From an optimization exercise on the open Yosys and OpenROAD flow, aimed at small area, a short achievable clock period and few clock cycles per item; shortcuts taken in it are not production practice.
Where RTL was checked, it was by simulation tests only, not by an equivalence proof against the original.
Function not checked in run 1: the RTL went through the layout flow alone.
Power is estimated from default activity; no workload was simulated.

--- flow/run.sh ---
#!/bin/bash
# synth_recipe.tcl (not shown) runs the flow's synth.tcl, then flattens the netlist and writes it again
# the make line also repeats each setting of config.mk as NAME=value (left out here)
make -C /OpenROAD-flow-scripts/flow DESIGN_CONFIG=/design/flow/config.mk WORK_HOME=/design/flow/orfs CLKGATE_MAP_FILE= SYNTH_SCRIPT=/design/flow/synth_recipe.tcl finish
--- flow/config.mk ---
export PLATFORM = sky130hd
export DESIGN_NAME = keyExpansionTop
export DESIGN_NICKNAME = keyExpansionTop
export VERILOG_FILES = /design/flow/design.v
export SDC_FILE = /design/flow/constraint.sdc
export NUM_CORES = 4
export LEC_CHECK = 0
export CAP_MARGIN = 20
export CORE_MARGIN = 2
export CORE_UTILIZATION = 40
export SLEW_MARGIN = 20
--- flow/constraint.sdc ---
create_clock -name core_clock -period 10.0 [get_ports {clock}]
set_input_delay 2.0000 -clock core_clock [delete_from_list [all_inputs] [get_ports {clock}]]
set_output_delay 2.0000 -clock core_clock [all_outputs]
set_load 0.01 [all_outputs]
--- flow/design.v ---
package aesKeyPkg;
	typedef logic [31:0] word32;  
	typedef logic [127:0] aesKey128;  
	typedef logic [1407:0] expandedKey;  
	typedef logic [3:0] roundIndex;
	typedef logic [7:0] rconByte;
	localparam roundIndex numRounds = 4'd10;
	localparam int numWords = 14;
endpackage
`timescale 1ns/1ps
module sboxLookup(input [31:0] inWord, output [31:0] outWord);
  localparam [2047:0] SBOX = {
		128'h637c777bf26b6fc53001672bfed7ab76, 128'hca82c97dfa5947f0add4a2af9ca472c0,
		128'hb7fd9326363ff7cc34a5e5f171d83115, 128'h04c723c31896059a071280e2eb27b275,
		128'h09832c1a1b6e5aa0523bd6b329e32f84, 128'h53d100ed20fcb15b6acbbe394a4c58cf,
		128'hd0efaafb434d338545f9027f503c9fa8, 128'h51a3408f929d38f5bcb6da2110fff3d2,
		128'hcd0c13ec5f974417c4a77e3d645d1973, 128'h60814fdc222a908846eeb814de5e0bdb,
		128'he0323a0a4906245cc2d3ac629195e479, 128'he7c8376d8dd54ea96c56f4ea657aae08,
		128'hba78252e1ca6b4c6e8dd741f4bbd8b8a, 128'h703eb5664803f60e613557b986c11d9e,
		128'he1f8981169d98e949b1e87e9ce5528df, 128'h8ca1890dbfe6426841992d0fb054bb16};
  genvar b;
  generate for (b=0;b<4;b=b+1) begin : g
    wire [7:0] x = inWord[8*b +: 8];
    assign outWord[8*b +: 8] = SBOX[2047 - 8*x -: 8];
  end endgenerate
endmodule
`timescale 1ns/1ps
module keyLoader (
	input aesKeyPkg::aesKey128 cipherKey,
	output logic [3:0][31:0] loadWords
);
	aesKeyPkg::word32 k0, k1, k2, k3;
	assign {k0, k1, k2, k3} = cipherKey;
	assign loadWords[0] = k3;
	assign loadWords[1] = k2 ^ k3;
	assign loadWords[2] = k1 ^ k3;
	assign loadWords[3] = k0 ^ k1 ^ k2 ^ k3;
endmodule
`timescale 1ns/1ps
module roundKeyGenerator (
	input logic clock,
	input logic reset,
	input logic start,
	output logic shift,  
	output aesKeyPkg::rconByte rcon,  
	output logic done
);
	logic running;
	aesKeyPkg::roundIndex count;  
	always_ff @(posedge clock)
	begin
		if (reset)
		begin
			running <= 1'b0;
			done <= 1'b0;
		end
		else if (start)
		begin
			running <= 1'b1;
			done <= 1'b0;
		end
		else if (running && count == aesKeyPkg::numRounds)
		begin
			running <= 1'b0;
			done <= 1'b1;
		end
	end
	always_ff @(posedge clock)
	begin
		if (start)
			count <= 4'd1;
		else if (running)
			count <= count + 4'd1;
	end
	always_comb
	begin
		case (count)
			4'd1: rcon = 8'h01;
			4'd2: rcon = 8'h02;
			4'd3: rcon = 8'h04;
			4'd4: rcon = 8'h08;
			4'd5: rcon = 8'h10;
			4'd6: rcon = 8'h20;
			4'd7: rcon = 8'h40;
			4'd8: rcon = 8'h80;
			4'd9: rcon = 8'h1b;
			4'd10: rcon = 8'h36;
			default: rcon = 8'h00;
		endcase
	end
	assign shift = running;
endmodule
`timescale 1ns/1ps
module keyScheduleStore (
	input logic clock,
	input logic start,
	input logic shift,
	input logic [3:0][31:0] loadWords,
	input aesKeyPkg::word32 nextWord,
	output logic [13:0][31:0] words
);
	always_ff @(posedge clock)
	begin
		if (start)
		begin
			for (int j = 0; j < 4; j++)
				words[j] <= loadWords[j];
			for (int j = 4; j < 14; j++)
				words[j] <= words[j - 1];
		end
		else if (shift)
		begin
			words[0] <= nextWord;
			for (int j = 1; j < 14; j++)
				words[j] <= words[j - 1];
		end
	end
endmodule
`timescale 1ns/1ps
module keyExpansionTop (
	input logic clock,
	input logic reset,
	input logic start,
	input aesKeyPkg::aesKey128 cipherKey,
	output aesKeyPkg::expandedKey keyExp,
	output logic keyExpDone
);
	logic [3:0][31:0] loadWords;
	logic [13:0][31:0] words;  
	aesKeyPkg::word32 subWord;
	aesKeyPkg::word32 nextWord;
	aesKeyPkg::rconByte rcon;
	logic shift;
	keyLoader loader (
		.cipherKey(cipherKey),
		.loadWords(loadWords)
	);
	roundKeyGenerator control (
		.clock(clock),
		.reset(reset),
		.start(start),
		.shift(shift),
		.rcon(rcon),
		.done(keyExpDone)
	);
	sboxLookup sbox (
		.inWord({words[0][23:0], words[0][31:24]}),
		.outWord(subWord)
	);
	assign nextWord = words[3] ^ subWord ^ {rcon, 24'h000000};
	keyScheduleStore store (
		.clock(clock),
		.start(start),
		.shift(shift),
		.loadWords(loadWords),
		.nextWord(nextWord),
		.words(words)
	);
	for (genvar r = 0; r <= 10; r++)
	begin : g_out
		aesKeyPkg::word32 d0, d1, d2, d3, w2;
		assign d0 = words[10 - r];
		assign d1 = words[11 - r];
		assign d2 = words[12 - r];
		assign d3 = words[13 - r];
		assign w2 = d0 ^ d1;
		assign keyExp[1407 - 128 * r -: 128] = {w2 ^ d2 ^ d3, d0 ^ d2, w2, d0};
	end
endmodule
==> impl_metrics.yaml, run 1 <==
logic_synthesis:
  synth_area_mm2: 0.0429
  synthTopCellsByCount: "xor2_1 (1006), edfxtp_1 (448), buf_4 (366)"
  avgSynthCellArea_um2: 9.34
  synth-edff-count: 448
  synth_nets: 4790
  synth_cell_types: 93
  yosysTopAreaCellShare_pct: 31.4
  yosysWarningCount: 2
  synthMostInstantiatedCell: "xor2_1"
  ys_ff_latch: 462
  netlist_instances: 4593
  seq_area_frac_synth_pct: 32.0
  synthArstFlopShare_pct: 0
  synthTopCellsByArea: "edfxtp_1 (31%), xor2_1 (21%), buf_4 (6.4%), xnor2_1 (5.7%), a21oi_1 (2.9%)"
  synth_flop_cell: "edfxtp_1"
  synth_top_area_cell: "edfxtp_1"
floorplan:
  die_x_um: 332
  rows: 120
  initial_utilization_pct: 40.2
  die_y_um: 332
status:
  error_line: "[ERROR PPL-0024] Number of IO pins (1540) exceeds maximum number of available positions (1198). Increase the die perimeter from 1326.12um to 2094.40um."
  stop_stage: "3_2_place_iop"
  status: "stopped before the end"
==> logic make-up after synthesis <==
logic type      after synthesis  synth area share, %
simple gates                947                 11.0
mux                          85                 2.87
xor+xnor                   1287                 26.3
compound gates              985                 15.6
flops                       462                 32.0
buf+inv                     761                 10.3
fa+ha+maj                    66                 1.92
==> inputs of run 2 (changes only) <==
--- a/flow/design.v
+++ b/flow/design.v
@@ -26,15 +26,22 @@
 endmodule
 `timescale 1ns/1ps
 module keyLoader (
-	input aesKeyPkg::aesKey128 cipherKey,
-	output logic [3:0][31:0] loadWords
+	input logic [3:0][31:0] words,  
+	input logic [3:0] round,  
+	input aesKeyPkg::rconByte rcon,
+	output aesKeyPkg::word32 prevWord  
 );
-	aesKeyPkg::word32 k0, k1, k2, k3;
-	assign {k0, k1, k2, k3} = cipherKey;
-	assign loadWords[0] = k3;
-	assign loadWords[1] = k2 ^ k3;
-	assign loadWords[2] = k1 ^ k3;
-	assign loadWords[3] = k0 ^ k1 ^ k2 ^ k3;
+	aesKeyPkg::word32 fix;
+	always_comb
+	begin
+		case (round)
+			4'd1: fix = words[0] ^ words[1] ^ words[2];  
+			4'd2: fix = words[1];  
+			4'd3: fix = words[2];  
+			default: fix = '0;
+		endcase
+	end
+	assign prevWord = words[3] ^ fix ^ {rcon, 24'h000000};
 endmodule
 `timescale 1ns/1ps
 module roundKeyGenerator (
@@ -42,6 +49,7 @@
 	input logic reset,
 	input logic start,
 	output logic shift,  
+	output logic [3:0] round,  
 	output aesKeyPkg::rconByte rcon,  
 	output logic done
 );
@@ -89,6 +97,7 @@
 		endcase
 	end
 	assign shift = running;
+	assign round = count;
 endmodule
 `timescale 1ns/1ps
 module keyScheduleStore (
@@ -125,45 +134,62 @@
 	output aesKeyPkg::expandedKey keyExp,
 	output logic keyExpDone
 );
-	logic [3:0][31:0] loadWords;
 	logic [13:0][31:0] words;  
 	aesKeyPkg::word32 subWord;
+	aesKeyPkg::word32 prevWord;
 	aesKeyPkg::word32 nextWord;
 	aesKeyPkg::rconByte rcon;
+	logic [3:0] round;
 	logic shift;
-	keyLoader loader (
-		.cipherKey(cipherKey),
-		.loadWords(loadWords)
-	);
 	roundKeyGenerator control (
 		.clock(clock),
 		.reset(reset),
 		.start(start),
 		.shift(shift),
+		.round(round),
 		.rcon(rcon),
 		.done(keyExpDone)
+	);
+	keyLoader tap (
+		.words(words[3:0]),
+		.round(round),
+		.rcon(rcon),
+		.prevWord(prevWord)
 	);
 	sboxLookup sbox (
 		.inWord({words[0][23:0], words[0][31:24]}),
 		.outWord(subWord)
 	);
-	assign nextWord = words[3] ^ subWord ^ {rcon, 24'h000000};
+	assign nextWord = prevWord ^ subWord;
 	keyScheduleStore store (
 		.clock(clock),
 		.start(start),
 		.shift(shift),
-		.loadWords(loadWords),
+		.loadWords(cipherKey),  
 		.nextWord(nextWord),
 		.words(words)
 	);
+	aesKeyPkg::word32 a [0:10];
+	aesKeyPkg::word32 b [0:10];
+	aesKeyPkg::word32 c [0:10];
+	aesKeyPkg::word32 d [0:10];
+	assign d[0] = words[10];
+	assign c[0] = words[11];
+	assign b[0] = words[12];
+	assign a[0] = words[13];
+	assign d[1] = words[9];
+	assign c[1] = d[1] ^ d[0];
+	assign b[1] = c[1] ^ c[0];
+	assign a[1] = b[1] ^ b[0];
+	for (genvar r = 2; r <= 10; r++)
+	begin : g_round
+		assign d[r] = words[10 - r];
+		assign c[r] = d[r] ^ d[r - 1];
+		assign b[r] = d[r] ^ d[r - 2];
+		assign a[r] = c[r] ^ c[r - 2];
+	end
 	for (genvar r = 0; r <= 10; r++)
 	begin : g_out
-		aesKeyPkg::word32 d0, d1, d2, d3, w2;
-		assign d0 = words[10 - r];
-		assign d1 = words[11 - r];
-		assign d2 = words[12 - r];
-		assign d3 = words[13 - r];
-		assign w2 = d0 ^ d1;
-		assign keyExp[1407 - 128 * r -: 128] = {w2 ^ d2 ^ d3, d0 ^ d2, w2, d0};
+		assign keyExp[1407 - 128 * r -: 128] = {a[r], b[r], c[r], d[r]};
 	end
 endmodule
--- a/flow/config.mk
+++ b/flow/config.mk
@@ -6,6 +6,6 @@
 export NUM_CORES = 4
 export LEC_CHECK = 0
 export CAP_MARGIN = 20
-export CORE_MARGIN = 2
-export CORE_UTILIZATION = 40
+export CORE_AREA = 2 2 458 458
+export DIE_AREA = 0 0 460 460
 export SLEW_MARGIN = 20
==> impl_metrics.yaml, run 2 <==
clocking:
  clock_path_buffers: 3
  root_buffer: "clkbuf_16"
  numCtsBuffers: 68
  clock_latency_ns: 0.74
  cts.sinks: 462
  cts_resized: 0
  cts.clk_slew.worst_paths_ns: 0.06
  post_cts_buffers: 0
  htree_levels: 3
  cts_tree: "done"
  cts_hold_buffers: 0
place:
  routabilityCongestion: 1.01
  dpl.hpwl_um: 272000
  io_buffers: 1539
critical_path:
  cp-endpoint: "keyExp[238]"
  path_class: "register to primary output"
  rrSetupSlack_ns: 5.37
  r2r_end: "store.words[14]"
  cp_top_family: "XOR/XNOR gates"
  crit_chain: "xor2_1 -> buf_4 -> xor2_1 -> clkdlybuf4s50_1"
  r2r-start: "store.words[1]"
  cp-start-kind: "register"
  cp_num_buf_inv: 2
  cp.arrival_ns: 3.63
  slowest_stage: "clkdlybuf4s50_1"
  crit_path_start: "store.words[110]"
  cp_slowest_stage_delay_ns: 0.78
  reg2reg_depth: 10
  endpoint_kind: "primary output"
  worstPathMaxFanout: 7
  crit_required_ns: 8.00
  cp.depth: 4
  cpMostUsedCell: "xor2_1"
floorplan:
  die_y_um: 460
  die_x_um: 460
  rows: 167
  ios: 1540
  dieArea_mm2: 0.212
  core_mm2: 0.207
  initial_utilization_pct: 18.9
logic_synthesis:
  yosysWarningCount: 8
  synth-edff-count: 448
  synth_area_mm2: 0.0392
  synth_cell_types: 91
  synthTopCellsByCount: "xor2_1 (812), edfxtp_1 (448), xnor2_1 (241)"
  synth_top_area_cell: "edfxtp_1"
  synth_flop_cell: "edfxtp_1"
  synthTopCellsByArea: "edfxtp_1 (34%), xor2_1 (18%), xnor2_1 (5.4%), mux2_2 (2.6%), mux4_2 (2.6%)"
  yosysTopAreaCellShare_pct: 34.3
  avgSynthCellArea_um2: 9.67
  synthMostInstantiatedCell: "xor2_1"
  netlist_instances: 4052
  synth_nets: 4250
  synthArstFlopShare_pct: 0
  ys_ff_latch: 462
  seq_area_frac_synth_pct: 35.0
route:
  routedWlPerCell_um: 41.4
  post-route-drc-count: 0
  met1Wirelength_um: 134000
  ant_nets: 0
  drt_iter0_drc: 5715
  viasPerCell: 5.17
  wl_met3_um: 29900
  dr.pass1.iters: 7
  vias: 42300
  route.met2.wl_um: 152000
  routed.top_layer: "met5"
  totalWireLength_um: 339000
sta:
  rsz0062_at_grt: "no"
  final-max-slew-violation-count: 0
  tightestPinTransition_ns: 1.24
  fin_skew_ns: 0.0513
  period_share_pct: 56.3
  slew_headroom_pct: 17.4
  post-route-min-period_ns: 5.63
  setup_tns_ns: 0
  max_freq_mhz: 178
  hold_ws_ns: 0.505
  finalSetupViolCount: 0
  final_hold_viol_count: 0
cells_and_area:
  largest_reg_flops: 448
  drive_above_1_share_pct: 7.91
  mostFrequentLayoutCells: "clkdlybuf4s50_1 (1538), xor2_1 (799), edfxtp_1 (448), xnor2_1 (237), nand2_1 (237)"
  syn_to_final_growth_pct: 52.3
  finalNetCount: 5611
  layout_commonest_cell: "clkdlybuf4s50_1"
  regMostFlops: "store.words"
job:
  drv_cap: 0
global_route:
  grt.total_usage_pct: 30.5
  grt_max_degree: 145
  first_global_vias: 40100
  overflow: 0
  antenna_found_initial: 25
  grt_pass1_wl_um: 430000
status:
  status: "no timing/DRC/antenna violations"
power_and_ir_drop:
  powerDensity_mw_per_mm2: 367
  irDropWorstVdd_mv: 0.137
  power.leakage_nw: 21.8
min_path:
  hp-class: "register to register"
[run 2: changes by cell type after synthesis, sizes merged, moves of 45 or more]
cell,change
inv,+69
nand2,+45
nor2,-63
a21oi,-105
mux2,+66
buf,-348
xor2,-194
[run 2: worst min path at each step]
stage,start,endpoint,slack (ns),cells past startpoint
floorplan,store.words[96],store.words[128],0.52,0
CTS,store.words[389],store.words[421],0.50,0
detailed placement,store.words[389],store.words[421],0.49,0
global route,store.words[400],store.words[432],0.52,0
finish,store.words[405],store.words[437],0.51,0
global placement,store.words[389],store.words[421],0.48,0
[run 2: area by class of cell]
cell class | count | area (um2)
Antenna cell | 9 | 22.5
Clock buffer | 82 | 1780
Clock inverter | 39 | 415
Fill cell | 21700 | 147000
Inverter | 117 | 439
Multi-Input combinational cell | 3101 | 23500
Sequential cell | 462 | 13700
Tap cell | 2704 | 3380
Timing Repair Buffer | 1663 | 16400
[run 2: per-layer routing]
layer	vias to the layer above	track usage, %
li1	17400	-
met1	21700	37.6
met2	2712	47.8
met3	494	8.24
met4	6	17.7
met5	-	0
[run 2: kinds of logic (layout without fill, tap and decap cells)]
logic type	count (synthesis)	after routing	share of synthesized area, %
AO/OA/AOI/OAI	889	889	16.2
XOR/XNOR	1054	1054	23.6
adder cells (fa/ha/maj)	67	67	2.14
buffers and inverters	489	1901	5.30
flip-flops	462	462	35.0
multiplexers	175	175	6.20
other	0	9	0
AND/OR/NAND/NOR	916	916	11.6
[run 2: stage by stage]
step / util, % / instance area (um2) / total power, W / setup WS [ns] / std cells
final: 28.9 / 59700 / 0.0219 / 4.37 / 8177
after global routing: 28.9 / 59700 / 0.0226 / 4.22 / 8175
after CTS: 28.8 / 59700 / 0.0218 / 4.21 / 8167
after detailed placement: 27.8 / 57500 / 0.0191 / 4.88 / 8046
after global placement: 27.7 / 57400 / 0.0194 / 4.37 / 8043
after floorplan: - / 39200 / 0.0106 / 1.14 / 4052
[run 2: power breakdown]
group | leakage (nW) | switching, W | internal [W] | total [W]
registers | 4.63 | 0.000630 | 0.00252 | 0.00315
clock network | 1.08 | 0.00112 | 0.00141 | 0.00253
logic | 16.1 | 0.0102 | 0.00599 | 0.0162
Testbench counts of run 2, summed over its fixed seeds: cycles 8,800, keys 800.
==> inputs of run 3 (changes only) <==
==> flow/flow/run.sh (new file) <==
#!/bin/bash
# The standard layout, with the smallest buffer on every input and output
# port instead of the one buffer_ports picks by default.
set -euo pipefail
bash standard.sh "BUFFER_PORTS_ARGS=-buffer_cell sky130_fd_sc_hd__buf_1" finish > standard_flow.log 2>&1
==> flow/standard.sh (new file) <==
#!/bin/bash
# synth_recipe.tcl (not shown) runs the flow's synth.tcl, then flattens the netlist and writes it again
# the make line also repeats each setting of config.mk as NAME=value (left out here)
make -C /OpenROAD-flow-scripts/flow DESIGN_CONFIG=/design/flow/config.mk WORK_HOME=/design/flow/orfs CLKGATE_MAP_FILE= SYNTH_SCRIPT=/design/flow/synth_recipe.tcl "${@:-finish}"
removed: flow/run.sh
==> impl_metrics.yaml, run 3 <==
global_route:
  gr-usage-met3_pct: 9.75
  busiest_layer: "met2"
  grt.total_usage_pct: 29.6
  grtUsageMet2_pct: 45.5
  grt_util_met1_pct: 35.4
  antenna_found_initial: 28
  grt_max_degree: 146
  first_global_vias: 39100
  grt_pass1_wl_um: 416000
  overflow: 0
critical_path:
  crit_required_ns: 8.00
  worstPathMaxFanout: 7
  path_class: "register to primary output"
  cp.arrival_ns: 3.43
  cp-start-kind: "register"
  rrSetupSlack_ns: 5.13
  endpoint_kind: "primary output"
status:
  status: "no timing/DRC/antenna violations"
place:
  dpl.hpwl_um: 265000
  routabilityCongestion: 1.06
  io_buffers: 1539
logic_synthesis:
  synthMuxAreaShare_pct: 6.20
  synthArstFlopShare_pct: 0
  synth_xor_area_share_pct: 23.6
  avgSynthCellArea_um2: 9.67
  seq_area_frac_synth_pct: 35.0
  synth_nets: 4250
  synth-edff-count: 448
  synth_flop_cell: "edfxtp_1"
  synth_top_area_cell: "edfxtp_1"
  netlist_instances: 4052
  synth_compound_area_share_pct: 16.2
  synth_simple_gate_area_share_pct: 11.6
  yosysTopAreaCellShare_pct: 34.3
  synthTopCellsByCount: "xor2_1 (812), edfxtp_1 (448), xnor2_1 (241)"
  yosys.area_share.adder_pct: 2.14
  synth_area_mm2: 0.0392
  ys_ff_latch: 462
  yosysWarningCount: 8
  synth_top_family_by_area: "XOR/XNOR gates"
  synthMostInstantiatedCell: "xor2_1"
  synth_cell_types: 91
  synthTopCellsByArea: "edfxtp_1 (34%), xor2_1 (18%), xnor2_1 (5.4%), mux2_2 (2.6%), mux4_2 (2.6%)"
clocking:
  root_buffer: "clkbuf_16"
  cts.clk_slew.worst_paths_ns: 0.06
  cts.sinks: 462
  cts_tree: "done"
  clock_latency_ns: 0.76
  post_cts_buffers: 0
  numCtsBuffers: 60
  cts_resized: 0
  cts_hold_buffers: 0
  htree_levels: 2
  clock_path_buffers: 3
sta:
  slew_headroom_pct: 16.6
  hold_ws_ns: 0.501
  tightestPinTransition_ns: 1.25
  period_share_pct: 54.3
  final-max-slew-violation-count: 0
  fin_skew_ns: 0.0740
  rsz0062_at_grt: "no"
  post-route-min-period_ns: 5.43
  max_freq_mhz: 184
  final_hold_viol_count: 0
  finalSetupViolCount: 0
  setup_tns_ns: 0
cells_and_area:
  layout_commonest_cell: "buf_1"
  finalNetCount: 5606
  drive_above_1_share_pct: 7.92
  regMostFlops: "store.words"
  largest_reg_flops: 448
  fill_cells: 22700
  mostFrequentLayoutCells: "buf_1 (1535), xor2_1 (796), edfxtp_1 (448), xnor2_1 (238), nand2_1 (237)"
  syn_to_final_growth_pct: 27.4
route:
  drt_iter0_drc: 6283
  totalWireLength_um: 330000
  vias: 43100
  routedWlPerCell_um: 40.4
  post-route-drc-count: 0
  dr.pass1.iters: 7
  ant_nets: 0
  viasPerCell: 5.28
floorplan:
  initial_utilization_pct: 18.9
  dieArea_mm2: 0.212
  die_y_um: 460
  ios: 1540
  core_mm2: 0.207
  die_x_um: 460
  rows: 167
min_path:
  hp-class: "register to register"
power_and_ir_drop:
  irDropWorstVdd_mv: 0.181
  powerDensity_mw_per_mm2: 393
  power.leakage_nw: 17.5
job:
  drv_cap: 0
## run 3: cell counts after synthesis
Identical to the previous run, type by type.
## run 3: path summary, 6_finish.rpt
check	endpoint	from	cells past startpoint
worst max register to register	store.words[8]	store.words[1]	10
worst min register to register	store.words[437]	store.words[405]	0
worst max-delay path	keyExp[505]	store.words[121]	3
worst min-delay path	store.words[437]	store.words[405]	0
## run 3: metrics by stage
stage	setup slack (ns)	instance area, um2	instances	util, %	power, W
floorplan	1.14	39200	4052	-	0.0106
global placement	4.99	47800	8047	23.1	0.0172
global route	4.60	49900	8170	24.1	0.0203
CTS	4.61	49900	8159	24.1	0.0194
finish	4.57	49900	8173	24.1	0.0196
detailed placement	4.98	47900	8050	23.2	0.0170
## run 3: cell families after synthesis
group | after synthesis
AO/OA/AOI/OAI | 889
XOR/XNOR | 1054
adder cells (fa/ha/maj) | 67
buffers and inverters | 489
flip-flops | 462
multiplexers | 175
AND/OR/NAND/NOR | 916
## run 3: cell type report
cell class / instances / area [um2] / area share, %
Clock inverter: 44 / 447 / 0.894
Sequential cell: 462 / 13700 / 27.5
Inverter: 117 / 439 / 0.879
Multi-Input combinational cell: 3101 / 23600 / 47.2
Timing Repair Buffer: 1666 / 6820 / 13.7
Clock buffer: 65 / 1520 / 3.04
Antenna cell: 14 / 35.0 / 0.0701
Tap cell: 2704 / 3380 / 6.77
## run 3: worst max-delay path, stage by stage, from the launching register on
cell      delay, ns
edfxtp_1       0.93
xor2_1         0.83
xor2_1         0.38
buf_1          0.49
## run 3: where the power goes
| group | switching, W | internal, W |
|---|---|---|
| Combinational | 0.0101 | 0.00404 |
| Sequential | 0.000705 | 0.00252 |
| Clock | 0.00105 | 0.00124 |
| Total | 0.0118 | 0.00779 |
## run 3: layer usage
metal / routed length, um / vias up / part of all wire (%)
met4: 23300 / 6 / 7.0
met5: 303 / - / 0.092
li1: - / 17400 / -
met2: 146000 / 3285 / 44
met1: 124000 / 21900 / 38
met3: 36500 / 540 / 11
==> inputs of run 4 (changes only) <==
--- a/flow/config.mk
+++ b/flow/config.mk
@@ -8,4 +8,5 @@
 export CAP_MARGIN = 20
 export CORE_AREA = 2 2 458 458
 export DIE_AREA = 0 0 460 460
+export SETUP_SLACK_MARGIN = 5
 export SLEW_MARGIN = 20
==> impl_metrics.yaml, run 4 <==
floorplan:
  ios: 1540
  rows: 167
  core_mm2: 0.207
  die_y_um: 460
  die_x_um: 460
  dieArea_mm2: 0.212
  initial_utilization_pct: 18.9
clocking:
  cts_tree: "done"
  clock_latency_ns: 0.71
  root_buffer: "clkbuf_16"
  cts.clk_slew.worst_paths_ns: 0.05
  clock_path_buffers: 3
  htree_levels: 3
  cts.sinks: 462
  numCtsBuffers: 68
cells_and_area:
  postLayoutCoreUtil_pct: 24.4
  drive_above_1_share_pct: 8.69
  layout_commonest_cell: "buf_1"
  mostFrequentLayoutCells: "buf_1 (1527), xor2_1 (791), edfxtp_1 (448), nand2_1 (237), xnor2_1 (234)"
  syn_to_final_growth_pct: 29.0
  final_cells: 8215
  largest_reg_flops: 448
  regMostFlops: "store.words"
  fill_cells: 22700
  finalNetCount: 5637
place:
  dpl.hpwl_um: 277000
  io_buffers: 1539
  dp_slack_ns: 4.97
  routabilityCongestion: 1.04
  placed_cells: 8068
sta:
  final-max-slew-violation-count: 0
  fin_ws_ns: 4.94
  post-route-min-period_ns: 5.06
  slew_headroom_pct: 16.9
  final_hold_viol_count: 0
  tightestPinTransition_ns: 1.24
  finalSetupViolCount: 0
  max_freq_mhz: 198
  fin_skew_ns: 0.0395
  period_share_pct: 50.6
  rsz0062_at_grt: "yes"
  setup_tns_ns: 0
route:
  drt_iter0_drc: 6060
  routedWlPerCell_um: 41.9
  totalWireLength_um: 344000
  viasPerCell: 5.26
  vias: 43200
  dr.pass1.iters: 9
  post-route-drc-count: 0
  ant_nets: 0
logic_synthesis:
  synthArstFlopShare_pct: 0
  synthTopCellsByArea: "edfxtp_1 (34%), xor2_1 (18%), xnor2_1 (5.4%), mux2_2 (2.6%), mux4_2 (2.6%)"
  synth_area_mm2: 0.0392
  ys_ff_latch: 462
  synth_nets: 4250
  synth-edff-count: 448
  seq_area_frac_synth_pct: 35.0
  avgSynthCellArea_um2: 9.67
  synthMostInstantiatedCell: "xor2_1"
  synth_cell_types: 91
  synth_flop_cell: "edfxtp_1"
  yosysTopAreaCellShare_pct: 34.3
  netlist_instances: 4052
  yosysWarningCount: 8
  synth_top_area_cell: "edfxtp_1"
  synthTopCellsByCount: "xor2_1 (812), edfxtp_1 (448), xnor2_1 (241)"
global_route:
  grt.total_usage_pct: 30.9
  antenna_found_initial: 51
  first_global_vias: 39200
  grt_max_degree: 150
  overflow: 0
  grt_pass1_wl_um: 429000
critical_path:
  cp-start-kind: "register"
  crit_required_ns: 8.00
  endpoint_kind: "primary output"
  cp-endpoint: "keyExp[753]"
  crit_path_start: "store.words[273]"
  cp.arrival_ns: 3.06
  r2r_end: "store.words[8]"
  r2r-start: "store.words[0]"
  path_class: "register to primary output"
  reg2reg_depth: 10
  rrSetupSlack_ns: 5.63
  worstPathMaxFanout: 6
power_and_ir_drop:
  irDropWorstVdd_mv: 0.214
  finalPower_w: 0.0202
  powerDensity_mw_per_mm2: 399
  power.leakage_nw: 17.8
status:
  status: "no timing/DRC/antenna violations"
min_path:
  hp-class: "register to register"
job:
  drv_cap: 0
==> run 4: where the power goes <==
group          switching [W]  total [W]  internal [W]
Sequential          0.000652    0.00317       0.00252
Combinational         0.0103     0.0144       0.00408
Clock                0.00110    0.00260       0.00150
==> run 4: layer usage <==
| metal | share of wire (%) | up-vias | global-route usage [%] | routed length, um |
|---|---|---|---|---|
| met2 | 43 | 3076 | 46.2 | 148000 |
| met1 | 37 | 22100 | 36.5 | 128000 |
| li1 | - | 17400 | - | - |
| met5 | 0.024 | - | 0 | 83 |
| met3 | 10 | 591 | 9.73 | 35100 |
| met4 | 9.5 | 12 | 24.5 | 32700 |
==> run 4: metrics by stage <==
stage / hold slack (ns) / cell area [um2]
floorplan: 0.519 / 39200
global placement: 0.481 / 48000
detailed placement: 0.498 / 48000
CTS: 0.509 / 50400
global route: 0.514 / 50500
finish: 0.511 / 50600
==> run 4: final cells by class <==
class	instances	area, um2	share of cell area (%)
repair buffers	1689	7010	13.9
well taps	2704	3380	6.69
multi-input cells	3101	23700	46.9
flip-flops and latches	462	13700	27.2
inverters	117	439	0.869
clock buffers	79	1760	3.49
clock inverters	41	487	0.963
diodes	22	55.1	0.109
==> run 4: worst min path at each step <==
| stage | startpoint | to | depth (start not counted) |
|---|---|---|---|
| 2_1_floorplan | store.words[96] | store.words[128] | 0 |
| 3_3_place_gp | store.words[410] | store.words[442] | 0 |
| 3_5_place_dp | store.words[400] | store.words[432] | 0 |
| 4_1_cts | store.words[400] | store.words[432] | 0 |
| 5_1_grt | store.words[400] | store.words[432] | 0 |
| 6_report | store.words[409] | store.words[441] | 0 |
==> run 4: worst max-delay path, cell delays in order, from the launching register on <==
cell      delay, ns
edfxtp_1       0.65
xor2_2         0.61
xor2_1         0.53
buf_1          0.54
==> run 4: logic make-up (layout without fill, tap and decap cells) <==
logic type,count (synthesis),count (layout),share of synthesized area (%)
buffers and inverters,489,1926,5.30
adders and majority gates,67,67,2.14
other,0,22,0
and+or+nand+nor,916,916,11.6
muxes,175,175,6.20
xor gates and xnor gates,1054,1054,23.6
DFF,462,462,35.0
AOI/OAI and AO/OA,889,889,16.2
==> run 4: repair_timing <==
item                                   4_1_cts  5_1_grt
resized for setup                           24       11
hold buffers                                 0        0
endpoints found under the hold margin        0        0
setup buffers                                4        0
setup endpoints to repair                   22       11
==> inputs of run 5 (changes only) <==
==> flow/flow/run.sh (replaced) <==
#!/bin/bash
# The standard layout, with the smallest buffer on every input and output
# port instead of the one buffer_ports picks by default, and gate sizing
# free to change a cell's footprint.
set -euo pipefail
bash standard.sh "BUFFER_PORTS_ARGS=-buffer_cell sky130_fd_sc_hd__buf_1" MATCH_CELL_FOOTPRINT=0 SETUP_SLACK_MARGIN=6 finish > standard_flow.log 2>&1
--- a/flow/config.mk
+++ b/flow/config.mk
@@ -8,5 +8,4 @@
 export CAP_MARGIN = 20
 export CORE_AREA = 2 2 458 458
 export DIE_AREA = 0 0 460 460
-export SETUP_SLACK_MARGIN = 5
 export SLEW_MARGIN = 20
==> impl_metrics.yaml, run 5 <==
cells_and_area:
  layout_commonest_cell: "buf_1"
  mostFrequentLayoutCells: "buf_1 (1105), buf_4 (964), xor2_1 (478), edfxtp_1 (448), buf_6 (332)"
  drive_above_1_share_pct: 39.3
  syn_to_final_growth_pct: 83.1
  largest_reg_flops: 448
  fill_cells: 20600
  finalNetCount: 6894
  regMostFlops: "store.words"
global_route:
  overflow: 0
  grt.total_usage_pct: 33.2
  grt_pass1_wl_um: 466000
  first_global_vias: 45800
  grt_max_degree: 98
  antenna_found_initial: 30
logic_synthesis:
  avgSynthCellArea_um2: 9.67
  synth_cell_types: 91
  ys_ff_latch: 462
  synthTopCellsByCount: "xor2_1 (812), edfxtp_1 (448), xnor2_1 (241)"
  synth_flop_cell: "edfxtp_1"
  yosysTopAreaCellShare_pct: 34.3
  seq_area_frac_synth_pct: 35.0
  synthMostInstantiatedCell: "xor2_1"
  synth-edff-count: 448
  synth_area_mm2: 0.0392
  yosysWarningCount: 8
  synthArstFlopShare_pct: 0
  synthTopCellsByArea: "edfxtp_1 (34%), xor2_1 (18%), xnor2_1 (5.4%), mux2_2 (2.6%), mux4_2 (2.6%)"
  synth_nets: 4250
  synth_top_area_cell: "edfxtp_1"
  netlist_instances: 4052
clocking:
  cts_tree: "done"
  htree_levels: 3
  cts.sinks: 462
  cts_hold_buffers: 0
  root_buffer: "clkbuf_16"
  clock_latency_ns: 0.73
  cts.clk_slew.worst_paths_ns: 0.06
  clock_path_buffers: 3
  numCtsBuffers: 66
route:
  dr.pass1.iters: 8
  routedWlPerCell_um: 39.4
  drt_iter0_drc: 6719
  post-route-drc-count: 0
  totalWireLength_um: 373000
  wl_met3_um: 40600
  ant_nets: 0
  routed.top_layer: "met5"
  met1Wirelength_um: 139000
  route.met2.wl_um: 161000
  vias: 49500
  viasPerCell: 5.23
sta:
  fin_skew_ns: 0.0402
  rsz0062_at_grt: "yes"
  final_hold_viol_count: 0
  post-route-min-period_ns: 4.19
  slew_headroom_pct: 14.4
  max_freq_mhz: 238
  hold_ws_ns: 0.516
  tightestPinTransition_ns: 1.27
  finalSetupViolCount: 0
  final-max-slew-violation-count: 0
  fin_ws_ns: 5.81
  setup_tns_ns: 0
  period_share_pct: 41.9
power_and_ir_drop:
  power.leakage_nw: 28.4
  powerDensity_mw_per_mm2: 339
  irDropWorstVdd_mv: 0.142
floorplan:
  dieArea_mm2: 0.212
  ios: 1540
  rows: 167
  die_x_um: 460
  core_mm2: 0.207
  initial_utilization_pct: 18.9
  die_y_um: 460
critical_path:
  rrSetupSlack_ns: 6.02
  cp.arrival_ns: 2.19
  cp-start-kind: "register"
  worstPathMaxFanout: 4
  cp_top_family: "buffers and inverters"
  cp_num_buf_inv: 4
  endpoint_kind: "primary output"
  path_class: "register to primary output"
  crit_chain: "buf_6 -> buf_12 -> xor2_4 -> buf_12 -> xor2_4 -> buf_6"
  slowest_stage: "edfxtp_1"
  crit_required_ns: 8.00
  cp_slowest_stage_delay_ns: 0.37
place:
  routabilityCongestion: 1.03
  dp_slack_ns: 4.74
  io_buffers: 1539
  dpl.hpwl_um: 271000
min_path:
  hp-class: "register to register"
status:
  status: "no timing/DRC/antenna violations"
job:
  drv_cap: 0
-- run 5: what timing repair did --
item / in CTS / in global routing
pin swaps: 211 / 192
gates resized for setup: 1760 / 569
buffers inserted: 1022 / 212
cloned: 30 / 6
endpoints found under the setup margin: 1178 / 541
-- run 5: power breakdown --
group          switching [W]  internal, W
sequential          0.000335      0.00251
clock                0.00112      0.00126
combinational         0.0120      0.00702
total                 0.0135       0.0108
-- run 5: final timing paths --
check                                       from               end  cells after the start
worst min register to register  store.words[411]  store.words[443]                      0
worst min-delay path            store.words[411]  store.words[443]                      0
worst max register to register    store.words[8]   store.words[21]                     11
worst max-delay path            store.words[105]       keyExp[233]                      6
-- run 5: final cells by class --
type / count / area (um2) / area share [%]
multi-input cells: 3101 / 30500 / 42.6
repair buffers: 2948 / 21600 / 30.0
flip-flops and latches: 462 / 13700 / 19.1
well taps: 2704 / 3380 / 4.71
clock buffers: 72 / 1670 / 2.33
inverters: 117 / 445 / 0.621
clock inverters: 48 / 379 / 0.528
diodes: 16 / 40.0 / 0.0558
-- run 5: kinds of logic after synthesis --
logic type	count (synthesis)	synth area share [%]
adders and majority gates	67	2.14
and+or+nand+nor	916	11.6
DFF	462	35.0
xor gates and xnor gates	1054	23.6
muxes	175	6.20
buffers and inverters	489	5.30
AOI/OAI and AO/OA	889	16.2
-- run 5: metal layers --
layer | track usage [%] | vias up
met2 | 50.2 | 3828
met3 | 11.0 | 886
met4 | 22.8 | 10
met5 | 0.918 | -
met1 | 39.7 | 25000
li1 | - | 19800
-- run 5: stage by stage --
stage               cell area [um2]  utilization, %  instances  power (W)
floorplan                     39200               -       4052     0.0106
global placement              47900            23.2       8059     0.0173
detailed placement            48000            23.2       8061     0.0171
CTS                           67700            32.7       9233     0.0229
global route                  71700            34.7       9459     0.0249
finish                        71800            34.7       9468     0.0243
==> inputs of run 6 (changes only) <==
==> flow/flow/run.sh (replaced) <==
#!/bin/bash
# The standard layout, with the smallest buffer on every input and output
# port instead of the one buffer_ports picks by default, and gate sizing
# free to change a cell's footprint.
set -euo pipefail
bash standard.sh "BUFFER_PORTS_ARGS=-buffer_cell sky130_fd_sc_hd__buf_1" MATCH_CELL_FOOTPRINT=0  finish > standard_flow.log 2>&1
--- a/flow/config.mk
+++ b/flow/config.mk
@@ -8,4 +8,5 @@
 export CAP_MARGIN = 20
 export CORE_AREA = 2 2 458 458
 export DIE_AREA = 0 0 460 460
+export SETUP_SLACK_MARGIN = 5
 export SLEW_MARGIN = 20
==> impl_metrics.yaml, run 6 <==
route:
  met1Wirelength_um: 132000
  totalWireLength_um: 337000
  routed.top_layer: "met5"
  wl_met3_um: 32200
  routedWlPerCell_um: 41.0
  post-route-drc-count: 0
  route.met2.wl_um: 150000
  ant_nets: 0
  vias: 42800
  viasPerCell: 5.22
  drt_iter0_drc: 5885
  dr.pass1.iters: 6
floorplan:
  dieArea_mm2: 0.212
  die_x_um: 460
  ios: 1540
  rows: 167
  die_y_um: 460
  core_mm2: 0.207
  initial_utilization_pct: 18.9
critical_path:
  path_class: "register to primary output"
  cp.arrival_ns: 3.01
  endpoint_kind: "primary output"
  cp-start-kind: "register"
  worstPathMaxFanout: 6
  crit_required_ns: 8.00
logic_synthesis:
  synthTopCellsByCount: "xor2_1 (812), edfxtp_1 (448), xnor2_1 (241)"
  synth_flop_cell: "edfxtp_1"
  synthArstFlopShare_pct: 0
  synth-edff-count: 448
  netlist_instances: 4052
  avgSynthCellArea_um2: 9.67
  synth_top_area_cell: "edfxtp_1"
  seq_area_frac_synth_pct: 35.0
  yosysTopAreaCellShare_pct: 34.3
  synth_area_mm2: 0.0392
  synth_cell_types: 91
  synthTopCellsByArea: "edfxtp_1 (34%), xor2_1 (18%), xnor2_1 (5.4%), mux2_2 (2.6%), mux4_2 (2.6%)"
  synthMostInstantiatedCell: "xor2_1"
  synth_nets: 4250
  yosysWarningCount: 8
  ys_ff_latch: 462
sta:
  slew_headroom_pct: 17.6
  max_freq_mhz: 199
  post-route-min-period_ns: 5.01
  tightestPinTransition_ns: 1.20
  rsz0062_at_grt: "no"
  finalSetupViolCount: 0
  fin_skew_ns: 0.0402
  final_hold_viol_count: 0
  setup_tns_ns: 0
  final-max-slew-violation-count: 0
  period_share_pct: 50.1
place:
  dpl.hpwl_um: 271000
  routabilityCongestion: 1.03
  io_buffers: 1539
job:
  drv_cap: 0
cells_and_area:
  syn_to_final_growth_pct: 28.4
  regMostFlops: "store.words"
  layout_commonest_cell: "buf_1"
  postLayoutCoreUtil_pct: 24.3
  largest_reg_flops: 448
  finalNetCount: 5636
  drive_above_1_share_pct: 8.63
  mostFrequentLayoutCells: "buf_1 (1528), xor2_1 (789), edfxtp_1 (448), nand2_1 (237), xnor2_1 (235)"
clocking:
  cts_tree: "done"
  cts.sinks: 462
  clock_latency_ns: 0.73
  clock_path_buffers: 3
  cts_hold_buffers: 0
  root_buffer: "clkbuf_16"
  cts.clk_slew.worst_paths_ns: 0.06
  numCtsBuffers: 66
  htree_levels: 3
global_route:
  grt.total_usage_pct: 30.3
  first_global_vias: 39300
  antenna_found_initial: 28
  overflow: 0
  grt_max_degree: 108
  grt_pass1_wl_um: 424000
power_and_ir_drop:
  irDropWorstVdd_mv: 0.150
  finalPower_w: 0.0198
  powerDensity_mw_per_mm2: 393
  power.leakage_nw: 17.7
min_path:
  hp-class: "register to register"
status:
  status: "no timing/DRC/antenna violations"
## run 6: layout make-up
cell class	instances	area (um2)
repair buffers	1690	7010
inverters	117	439
clock buffers	72	1670
fillers	22700	157000
multi-input cells	3101	23700
clock inverters	48	379
flip-flops and latches	462	13700
diodes	15	37.5
well taps	2704	3380
## run 6: power by group
group | internal (W) | total (W) | switching [W]
logic | 0.00405 | 0.0143 | 0.0102
registers | 0.00252 | 0.00318 | 0.000665
clock network | 0.00126 | 0.00235 | 0.00109
## run 6: per-layer routing
layer  track usage, %  vias up
li1                 -    17500
met1             37.3    21900
met2             47.0     2941
met3             8.88      533
met4             17.2        6
met5            0.712        -
## run 6: cells by family (layout without fill, tap and decap cells)
group	count (synthesis)	in the layout	synth area share (%)
compound gates	889	889	16.2
simple gates	916	916	11.6
mux	175	175	6.20
other cells	0	15	0
flops	462	462	35.0
xor+xnor	1054	1054	23.6
fa+ha+maj	67	67	2.14
buf+inv	489	1927	5.30
## run 6: worst paths after layout
path                                  startpoint          endpoint  slack (ns)  depth (start not counted)
worst min register to register  store.words[412]  store.words[444]        0.50                          0
worst max-delay path            store.words[197]       keyExp[741]        4.99                          3
worst min-delay path            store.words[412]  store.words[444]        0.50                          0
worst max register to register    store.words[1]    store.words[8]        5.16                          9
## run 6: what timing repair did
item | in CTS | in global routing
gates resized for setup | 24 | 2
setup endpoints to repair | 22 | 2
buffers inserted | 13 | 0
## run 6: critical path, cell delays in order, from the launching register on
cell and delay, ns:
edfxtp_1 0.81, xor2_2 0.63, xor2_1 0.64, buf_1 0.22
## run 6: metrics by stage
step	area (um2)	cells	hold slack [ns]	setup WS, ns
after floorplan	39200	4052	0.519	3.97
after global placement	47900	8059	0.484	4.76
after detailed placement	48000	8061	0.495	4.74
after CTS	50300	8194	0.506	4.99
after global routing	50300	8202	0.519	5.01
final	50300	8209	0.505	4.99
==> inputs of run 7 (changes only) <==
--- a/flow/design.v
+++ b/flow/design.v
@@ -111,18 +111,14 @@
 	always_ff @(posedge clock)
 	begin
 		if (start)
-		begin
-			for (int j = 0; j < 4; j++)
-				words[j] <= loadWords[j];
-			for (int j = 4; j < 14; j++)
-				words[j] <= words[j - 1];
-		end
+			words[3:0] <= loadWords;
 		else if (shift)
-		begin
-			words[0] <= nextWord;
-			for (int j = 1; j < 14; j++)
-				words[j] <= words[j - 1];
-		end
+			words[3:0] <= {words[2:0], nextWord};
+	end
+	always_ff @(posedge clock)
+	begin
+		if (shift)
+			words[13:4] <= words[12:3];
 	end
 endmodule
 `timescale 1ns/1ps
@@ -180,7 +176,7 @@
 	assign d[1] = words[9];
 	assign c[1] = d[1] ^ d[0];
 	assign b[1] = c[1] ^ c[0];
-	assign a[1] = b[1] ^ b[0];
+	assign a[1] = c[1] ^ (b[0] ^ c[0]);
 	for (genvar r = 2; r <= 10; r++)
 	begin : g_round
 		assign d[r] = words[10 - r];
--- a/flow/config.mk
+++ b/flow/config.mk
@@ -6,7 +6,7 @@
 export NUM_CORES = 4
 export LEC_CHECK = 0
 export CAP_MARGIN = 20
-export CORE_AREA = 2 2 458 458
-export DIE_AREA = 0 0 460 460
+export CORE_AREA = 2 2 428 428
+export DIE_AREA = 0 0 430 430
 export SETUP_SLACK_MARGIN = 5
 export SLEW_MARGIN = 20
==> impl_metrics.yaml, run 7 <==
critical_path:
  slowest_stage: "xor2_1"
  r2r-start: "store.words[9]"
  cp-start-kind: "register"
  crit_path_start: "store.words[111]"
  path_class: "register to primary output"
  worstPathMaxFanout: 7
  endpoint_kind: "primary output"
  cp_slowest_stage_delay_ns: 1.03
  cp.arrival_ns: 3.09
  rrSetupSlack_ns: 5.10
  crit_required_ns: 8.00
  crit_chain: "xor2_1 -> buf_1"
clocking:
  cts_hold_buffers: 0
  root_buffer: "clkbuf_16"
  cts.sinks: 462
  cts.clk_slew.worst_paths_ns: 0.06
  clock_latency_ns: 0.69
  htree_levels: 3
  cts_tree: "done"
  clock_path_buffers: 3
  numCtsBuffers: 67
logic_synthesis:
  yosysTopAreaCellShare_pct: 34.6
  netlist_instances: 3995
  synth_top_area_cell: "edfxtp_1"
  yosysWarningCount: 8
  synth_flop_cell: "edfxtp_1"
  avgSynthCellArea_um2: 9.73
  ys_ff_latch: 462
  synth_nets: 4193
  synthTopCellsByArea: "edfxtp_1 (35%), xor2_1 (18%), xnor2_1 (6.0%), mux2_2 (2.7%), mux4_2 (2.4%)"
  synthMostInstantiatedCell: "xor2_1"
  synth_cell_types: 98
  synthTopCellsByCount: "xor2_1 (807), edfxtp_1 (448), xnor2_1 (266)"
  seq_area_frac_synth_pct: 35.3
  synth-edff-count: 448
  synthArstFlopShare_pct: 0
  synth_area_mm2: 0.0389
power_and_ir_drop:
  power.internal_w: 0.00765
  swShare_pct: 57.7
  combinationalPowerShare_pct: 69.9
  finalPower_w: 0.0181
  power_switching_w: 0.0105
  irDropWorstVdd_mv: 0.163
  powerDensity_mw_per_mm2: 369
  power.leakage_nw: 17.2
  p_clk_share_pct: 13.8
  pwr-share-seq_pct: 16.2
cells_and_area:
  finalNetCount: 5534
  regMostFlops: "store.words"
  final_cells: 7762
  largest_reg_flops: 448
  layout_commonest_cell: "buf_1"
  syn_to_final_growth_pct: 26.3
  drive_above_1_share_pct: 7.96
  fill_cells: 19700
  mostFrequentLayoutCells: "buf_1 (1527), xor2_1 (798), edfxtp_1 (448), xnor2_1 (257), nand2_1 (229)"
place:
  placed_cells: 7632
  routabilityCongestion: 1.05
  dp_slack_ns: 5.03
  io_buffers: 1539
  dpl.hpwl_um: 245000
job:
  drv_cap: 0
sta:
  final-max-slew-violation-count: 0
  tightestPinTransition_ns: 1.34
  fin_ws_ns: 4.91
  hold_ws_ns: 0.498
  fin_skew_ns: 0.0405
  final_hold_viol_count: 0
  slew_headroom_pct: 10.3
  period_share_pct: 50.9
  post-route-min-period_ns: 5.09
  finalSetupViolCount: 0
  max_freq_mhz: 196
  rsz0062_at_grt: "no"
  setup_tns_ns: 0
floorplan:
  dieArea_mm2: 0.185
  core_mm2: 0.181
  rows: 156
  initial_utilization_pct: 21.5
  die_x_um: 430
  die_y_um: 430
  ios: 1540
global_route:
  antenna_found_initial: 14
  grt.total_usage_pct: 31.2
  grt_max_degree: 116
  grt_pass1_wl_um: 390000
  overflow: 0
  first_global_vias: 38500
status:
  status: "no timing/DRC/antenna violations"
route:
  post-route-drc-count: 0
  routedWlPerCell_um: 39.1
  ant_nets: 0
  vias: 41600
  drt_iter0_drc: 5669
  viasPerCell: 5.36
  dr.pass1.iters: 9
  totalWireLength_um: 304000
min_path:
  holdCritStartpoint: "store.words[413]"
  hp-class: "register to register"
run 7: cell types whose count changed after synthesis, sizes merged, moves of 11 or more:
cell / change
mux2i: -14
a21o: +14
nor2b: -30
a2111oi: +11
a211o: +15
o21ai: +38
xnor2: +25
and3: -11
o31ai: -12
nor2: -20
a21oi: +39
run 7: worst max-delay path, delay by kind of cell (launching register included):
family | cells | cell delay, ns
XOR/XNOR | 1 | 1.03
flip-flops | 1 | 0.81
buffers and inverters | 1 | 0.54
run 7: area by class of cell:
type                       count  area, um2  area share [%]
multi-input combinational   3051      23100            47.0
sequential                   462      13700            28.0
timing repair buffer        1640       6620            13.5
tap                         2370       2970            6.04
clock buffer                  85       1870            3.81
inverter                     114        428           0.872
clock inverter                36        359           0.732
antenna                        4       10.0          0.0204
run 7: power groups by stage:
stage | Clock (W) | Sequential (W) | Combinational, W
after floorplan | 0 | 0.00286 | 0.00723
after global placement | 0 | 0.00296 | 0.0126
after detailed placement | 0 | 0.00297 | 0.0123
after CTS | 0.00256 | 0.00293 | 0.0124
after global routing | 0.00262 | 0.00295 | 0.0132
final | 0.00250 | 0.00294 | 0.0127
run 7: per-layer routing:
metal  vias up  GRT usage [%]  part of all wire [%]
met5         -              0                0.0076
met4         4           15.6                   5.7
met3       445           10.3                    11
met2      2816           47.4                    44
met1     21300           39.3                    40
li1      17000              -                     -
run 7: kinds of logic (layout without fill, tap and decap cells):
kind of cell / count (synthesis) / after routing / share of synthesized area (%)
and+or+nand+nor: 830 / 830 / 10.6
other: 0 / 4 / 0
adders and majority gates: 67 / 67 / 2.16
buffers and inverters: 482 / 1875 / 5.64
muxes: 159 / 159 / 5.78
AOI/OAI and AO/OA: 922 / 922 / 16.3
xor gates and xnor gates: 1073 / 1073 / 24.2
DFF: 462 / 462 / 35.3
run 7: worst paths after layout:
path | endpoint | cells past startpoint
worst max-delay path | keyExp[431] | 2
worst min-delay path | store.words[445] | 0
worst max register to register | store.words[22] | 11
worst min register to register | store.words[445] | 0
run 7: timing repair:
action / CTS / global route
setup endpoints to repair: 10 / 2
resized for setup: 7 / 1
setup buffers: 3 / 2
cloned: 0 / 0
run 7: through the flow:
step / utilization [%] / cell area (um2)
after detailed placement: 25.9 / 46700
after CTS: 27.2 / 49000
after global placement: 25.8 / 46600
after floorplan: - / 38900
final: 27.2 / 49100
after global routing: 27.2 / 49100
Testbench counts of run 7, summed over its fixed seeds: cycles 8,800, keys 800.
==> inputs of run 8 (changes only) <==
--- a/flow/config.mk
+++ b/flow/config.mk
@@ -5,8 +5,9 @@
 export SDC_FILE = /design/flow/constraint.sdc
 export NUM_CORES = 4
 export LEC_CHECK = 0
+export ABC_AREA = 1
 export CAP_MARGIN = 20
-export CORE_AREA = 2 2 428 428
-export DIE_AREA = 0 0 430 430
+export CORE_AREA = 2 2 458 458
+export DIE_AREA = 0 0 460 460
 export SETUP_SLACK_MARGIN = 5
 export SLEW_MARGIN = 20
==> impl_metrics.yaml, run 8 <==
logic_synthesis:
  seq_area_frac_synth_pct: 36.4
  yosysWarningCount: 8
  synth_top_area_cell: "edfxtp_1"
  avgSynthCellArea_um2: 7.87
  synthMostInstantiatedCell: "nand3_1"
  synth-edff-count: 448
  netlist_instances: 4787
  synthArstFlopShare_pct: 0
  synth_area_mm2: 0.0377
  yosysTopAreaCellShare_pct: 35.7
  synth_flop_cell: "edfxtp_1"
  synthTopCellsByArea: "edfxtp_1 (36%), xor2_1 (22%), nand3_1 (15%), nand2_1 (11%), ha_1 (2.2%)"
  ys_ff_latch: 462
  synth_cell_types: 35
  synth_nets: 4985
  synthTopCellsByCount: "nand3_1 (1148), nand2_1 (1125), xor2_1 (966)"
cells_and_area:
  syn_to_final_growth_pct: 29.0
  multi_input_area_mm2: 0.0218
  fill_cells: 23200
  postLayoutCoreUtil_pct: 23.5
  layout_commonest_cell: "buf_1"
  largest_reg_flops: 448
  regMostFlops: "store.words"
  finalNetCount: 6356
  seqCellArea_mm2: 0.0137
  mostFrequentLayoutCells: "buf_1 (1534), nand3_1 (1148), nand2_1 (1123), xor2_1 (939), edfxtp_1 (448)"
  drive_above_1_share_pct: 4.27
  final_cells: 8935
sta:
  post-route-min-period_ns: 5.05
  period_share_pct: 50.5
  slew_headroom_pct: 25.3
  fin_skew_ns: 0.0280
  max_freq_mhz: 198
  tightestPinTransition_ns: 1.12
  hold_ws_ns: 0.463
  rsz0062_at_grt: "no"
  final-max-slew-violation-count: 0
  finalSetupViolCount: 0
  final_hold_viol_count: 0
  setup_tns_ns: 0
global_route:
  busiest_layer: "met2"
  antenna_found_initial: 28
  grt_max_degree: 86
  first_global_vias: 39200
  grt.total_usage_pct: 27.6
  grt_pass1_wl_um: 392000
  grtUsageMet2_pct: 41.0
  overflow: 0
  grt_util_met1_pct: 32.9
  gr-usage-met3_pct: 14.4
power_and_ir_drop:
  p_clk_share_pct: 20.0
  combinationalPowerShare_pct: 59.2
  swShare_pct: 56.4
  pwr-share-seq_pct: 20.8
  power_switching_w: 0.00748
  power.internal_w: 0.00578
  finalPower_w: 0.0133
  powerDensity_mw_per_mm2: 273
  irDropWorstVdd_mv: 0.127
  power.leakage_nw: 19.7
critical_path:
  r2r_end: "store.words[367]"
  rrSetupSlack_ns: 6.01
  worstPathMaxFanout: 6
  endpoint_kind: "primary output"
  reg2reg_depth: 3
  cp.arrival_ns: 3.05
  crit_required_ns: 8.00
  cp-start-kind: "register"
  path_class: "register to primary output"
  r2r-start: "control.running"
floorplan:
  die_x_um: 460
  die_y_um: 460
  rows: 167
  ios: 1540
  core_mm2: 0.207
  initial_utilization_pct: 18.2
  dieArea_mm2: 0.212
job:
  drv_cap: 0
route:
  viasPerCell: 4.93
  totalWireLength_um: 308000
  post-route-drc-count: 0
  vias: 44000
  dr.pass1.iters: 9
  ant_nets: 0
  drt_iter0_drc: 6394
  routedWlPerCell_um: 34.5
clocking:
  numCtsBuffers: 69
  cts.clk_slew.worst_paths_ns: 0.06
  cts_hold_buffers: 0
  cts_tree: "done"
  clock_latency_ns: 0.71
  htree_levels: 3
  root_buffer: "clkbuf_16"
  cts.sinks: 462
  clock_path_buffers: 3
place:
  routabilityCongestion: 1.06
  dpl.hpwl_um: 247000
  placed_cells: 8787
  io_buffers: 1539
min_path:
  hp-class: "register to register"
  hold_end: "control.done"
  hold_path_depth: 2
  holdCritStartpoint: "control.done"
status:
  status: "no timing/DRC/antenna violations"
==> run 8: changes by cell type in the layout (fill, tap and decap cells not counted), sizes merged, moves of 86 or more <==
cell / before / now
inv: 111 / 237
nand2b: 87 / 0
nand2: 231 / 1139
o21ai: 221 / 124
mux2: 92 / 0
nand3: 81 / 1148
a21oi: 184 / 98
xor2: 807 / 966
xnor2: 266 / 1
==> run 8: metrics by stage <==
| stage | cell area (um2) | worst slack [ns] |
|---|---|---|
| after detailed placement | 46100 | 5.20 |
| after CTS | 48500 | 4.84 |
| after global placement | 46000 | 5.22 |
| after global routing | 48600 | 4.99 |
| final | 48600 | 4.95 |
| after floorplan | 37700 | 5.06 |
==> run 8: routing by layer <==
| layer | up-vias | wire length, um | share of wire (%) |
|---|---|---|---|
| li1 | 18700 | - | - |
| met5 | - | 997 | 0.32 |
| met4 | 26 | 15500 | 5.0 |
| met3 | 547 | 44800 | 15 |
| met2 | 3304 | 131000 | 42 |
| met1 | 21400 | 116000 | 38 |
==> run 8: layout make-up <==
| cell class | instances | share of cell area, % |
|---|---|---|
| Sequential cell | 462 | 28.2 |
| Clock inverter | 54 | 1.20 |
| Inverter | 241 | 1.87 |
| Timing Repair inverter | 1 | 0.0103 |
| Tap cell | 2704 | 6.96 |
| Clock buffer | 72 | 3.57 |
| Timing Repair Buffer | 1618 | 13.2 |
| Antenna cell | 18 | 0.0926 |
| Multi-Input combinational cell | 3765 | 44.9 |
==> run 8: worst max-delay path by stage <==
stage / start / to / slack [ns]
finish: store.words[278] / keyExp[886] / 4.95
global route: store.words[19] / keyExp[115] / 4.99
CTS: store.words[137] / keyExp[489] / 4.84
detailed placement: store.words[137] / keyExp[489] / 5.20
global placement: store.words[137] / keyExp[489] / 5.22
floorplan: control.running / store.words[0] / 5.06
==> run 8: critical path: stages, from the launching register on <==
cell and delay [ns]:
edfxtp_1 0.60, xor2_1 0.78, xor2_1 0.20, buf_1 0.75
==> run 8: cells by family (layout without fill, tap and decap cells) <==
group	after synthesis	count (layout)	share of synthesized area [%]
AOI/OAI and AO/OA	275	275	3.94
DFF	462	462	36.4
buffers and inverters	560	1986	6.30
other	0	18	0
xor gates and xnor gates	967	967	22.5
adders and majority gates	67	67	2.22
and+or+nand+nor	2456	2456	28.6
==> run 8: what timing repair did <==
item                       CTS  global route
pin swaps                    0             0
setup endpoints to repair   13             9
cloned                       1             0
gates resized for setup     17             9
buffers inserted             0             3
==> run 8: power groups by stage <==
stage	Clock [W]	Combinational (W)	Sequential [W]
2_1_floorplan	0	0.00425	0.00270
3_3_place_gp	0	0.00769	0.00279
3_5_place_dp	0	0.00761	0.00279
4_1_cts	0.00272	0.00765	0.00275
5_1_grt	0.00277	0.00833	0.00277
6_report	0.00265	0.00785	0.00275
==> inputs of run 9 (changes only) <==
==> flow/flow/run.sh (replaced) <==
#!/bin/bash
# The standard layout, with the smallest buffer on every input and output
# port instead of the one buffer_ports picks by default, and gate sizing
# free to change a cell's footprint.
set -euo pipefail
bash standard.sh "BUFFER_PORTS_ARGS=-buffer_cell sky130_fd_sc_hd__buf_1" MATCH_CELL_FOOTPRINT=0 SETUP_SLACK_MARGIN=6 finish > standard_flow.log 2>&1
--- a/flow/config.mk
+++ b/flow/config.mk
@@ -5,9 +5,7 @@
 export SDC_FILE = /design/flow/constraint.sdc
 export NUM_CORES = 4
 export LEC_CHECK = 0
-export ABC_AREA = 1
 export CAP_MARGIN = 20
 export CORE_AREA = 2 2 458 458
 export DIE_AREA = 0 0 460 460
-export SETUP_SLACK_MARGIN = 5
 export SLEW_MARGIN = 20
==> impl_metrics.yaml, run 9 <==
critical_path:
  endpoint_kind: "primary output"
  crit_required_ns: 8.00
  cp_num_buf_inv: 4
  rrSetupSlack_ns: 6.00
  cp_top_family: "buffers and inverters"
  cp_slowest_stage_delay_ns: 0.48
  worstPathMaxFanout: 2
  slowest_stage: "edfxtp_1"
  cpMostUsedCell: "buf_6"
  path_class: "register to primary output"
  cp-start-kind: "register"
  crit_chain: "buf_6 -> xor2_4 -> buf_12 -> buf_6 -> xor2_2 -> buf_2"
  r2r-start: "store.words[16]"
  crit_path_start: "store.words[260]"
  cp.arrival_ns: 2.26
route:
  drt_iter0_drc: 6657
  viasPerCell: 5.16
  totalWireLength_um: 327000
  vias: 48100
  ant_nets: 0
  routedWlPerCell_um: 35.0
  post-route-drc-count: 0
  dr.pass1.iters: 8
logic_synthesis:
  synth_flop_cell: "edfxtp_1"
  synth_cell_types: 98
  netlist_instances: 3995
  yosysTopAreaCellShare_pct: 34.6
  synth_nets: 4193
  avgSynthCellArea_um2: 9.73
  synth_top_area_cell: "edfxtp_1"
  synth-edff-count: 448
  synthArstFlopShare_pct: 0
  synth_area_mm2: 0.0389
  synthTopCellsByArea: "edfxtp_1 (35%), xor2_1 (18%), xnor2_1 (6.0%), mux2_2 (2.7%), mux4_2 (2.4%)"
  seq_area_frac_synth_pct: 35.3
  synthTopCellsByCount: "xor2_1 (807), edfxtp_1 (448), xnor2_1 (266)"
  ys_ff_latch: 462
  synthMostInstantiatedCell: "xor2_1"
  yosysWarningCount: 8
global_route:
  grt_max_degree: 92
  gr-usage-met3_pct: 8.25
  grt_pass1_wl_um: 415000
  grtUsageMet2_pct: 44.7
  grt.total_usage_pct: 28.8
  overflow: 0
  antenna_found_initial: 12
  grt_util_met1_pct: 35.5
  first_global_vias: 44200
  busiest_layer: "met2"
cells_and_area:
  mostFrequentLayoutCells: "buf_1 (1159), buf_4 (945), xor2_1 (474), edfxtp_1 (448), buf_6 (272)"
  regMostFlops: "store.words"
  final_cells: 9332
  layout_commonest_cell: "buf_1"
  largest_reg_flops: 448
  seqCellArea_mm2: 0.0137
  postLayoutCoreUtil_pct: 33.9
  fill_cells: 20600
  drive_above_1_share_pct: 38.2
  finalNetCount: 6768
  multi_input_area_mm2: 0.0300
  syn_to_final_growth_pct: 80.3
sta:
  max_freq_mhz: 235
  finalSetupViolCount: 0
  rsz0062_at_grt: "yes"
  slew_headroom_pct: 30.4
  final-max-slew-violation-count: 0
  tightestPinTransition_ns: 1.04
  fin_skew_ns: 0.0335
  setup_tns_ns: 0
  final_hold_viol_count: 0
  post-route-min-period_ns: 4.26
  period_share_pct: 42.6
floorplan:
  die_x_um: 460
  initial_utilization_pct: 18.8
  ios: 1540
  core_mm2: 0.207
  die_y_um: 460
  dieArea_mm2: 0.212
  rows: 167
power_and_ir_drop:
  powerDensity_mw_per_mm2: 302
  power.leakage_nw: 27.3
  irDropWorstVdd_mv: 0.149
clocking:
  cts.sinks: 462
  root_buffer: "clkbuf_16"
  cts_tree: "done"
  cts.clk_slew.worst_paths_ns: 0.07
  clock_latency_ns: 0.72
  cts_hold_buffers: 0
  clock_path_buffers: 3
  numCtsBuffers: 67
  htree_levels: 3
status:
  status: "no timing/DRC/antenna violations"
min_path:
  hp-class: "register to register"
  holdCritStartpoint: "store.words[405]"
place:
  routabilityCongestion: 1.03
  dpl.hpwl_um: 233000
  io_buffers: 1539
  placed_cells: 7992
job:
  drv_cap: 0
[run 9: routing by layer]
| layer | wire length, um | vias up |
|---|---|---|
| met4 | 23700 | 10 |
| met5 | 356 | - |
| li1 | - | 19400 |
| met1 | 123000 | 24200 |
| met2 | 145000 | 3789 |
| met3 | 35300 | 777 |
[run 9: final cells by class]
class                           count  share of cell area (%)
Multi-Input combinational cell   3051                    42.8
Timing Repair Buffer             2874                    28.9
Sequential cell                   462                    19.6
Tap cell                         2704                    4.83
Clock buffer                       77                    2.51
Clock inverter                     40                   0.681
Inverter                          114                   0.652
Antenna cell                       10                  0.0357
[run 9: power by group]
group          switching, W  leakage, nW  total (W)  internal [W]
logic                0.0101         21.7     0.0158       0.00577
clock network       0.00110         1.08    0.00260       0.00150
registers          0.000268         4.46    0.00270       0.00243
[run 9: logic make-up (layout without fill, tap and decap cells)]
group	after synthesis	after routing	synth area share, %
xor gates and xnor gates	1073	1073	24.2
muxes	159	159	5.78
DFF	462	462	35.3
AOI/OAI and AO/OA	922	922	16.3
and+or+nand+nor	830	830	10.6
buffers and inverters	482	3105	5.64
other	0	10	0
adders and majority gates	67	67	2.16
[run 9: through the flow]
step	setup WS, ns	power [W]	hold slack, ns	area (um2)
after floorplan	5.80	0.0101	0.519	38900
after global placement	5.20	0.0153	0.480	47300
after detailed placement	5.18	0.0151	0.487	47400
after CTS	5.80	0.0201	0.501	66100
after global routing	5.72	0.0218	0.518	70000
final	5.74	0.0211	0.501	70000
[run 9: path summary, 6_finish.rpt]
kind | endpoint | depth (start not counted)
worst max register to register | store.words[28] | 12
worst max-delay path | keyExp[740] | 6
worst min register to register | store.words[437] | 0
worst min-delay path | store.words[437] | 0
[run 9: repair_timing]
| action | CTS | global route |
|---|---|---|
| pin swaps | 214 | 186 |
| endpoints found under the setup margin | 705 | 428 |
| resized for setup | 1488 | 574 |
| gates cloned | 18 | 3 |
| buffers inserted | 974 | 218 |

## what the ideal ports hide
The flow's constraints put no driver on any port. The routed layouts listed below were extracted and timed again, unchanged, in two steps.
Step 1 (the two cells are an assumption about what drives the block):
set clk [get_ports {clock}]
set_driving_cell -lib_cell sky130_fd_sc_hd__clkbuf_16 $clk
set_driving_cell -lib_cell sky130_fd_sc_hd__buf_2 [delete_from_list [all_inputs] $clk]
Step 2 adds t to the input delays and takes it off the output delays; t is the mean of the earliest and latest rising clock arrival at the registers after step 1. Input paths then give back, and output paths get back, about the clock's delay inside the block.
Three values: no drivers, after step 1, after step 2; two values: the first two.
run	shift t [ns]	setup WS [ns]	worst setup path at the end	cell pins on the clock port's net
run 2	0.814	4.367 / 4.266 / 4.893	input to register	1
run 3	0.810	4.571 / 4.490 / 5.063	input to register	1
run 4	0.787	4.942 / 4.842 / 4.947	input to register	1
run 5	0.807	5.807 / 5.705 / 5.347	input to register	1
run 6	0.806	4.985 / 4.884 / 4.886	input to register	1
run 7	0.770	4.910 / 4.818 / 5.097	register to register	1
run 8	0.799	4.950 / 4.849 / 5.473	input to register	1
run 9	0.793	5.743 / 5.650 / 5.400	input to register	1
After both steps setup and hold are still met in every run listed. The setup slack of run 5, which loses most, moves by -0.102 ns with the drivers and by -0.460 ns with both steps.
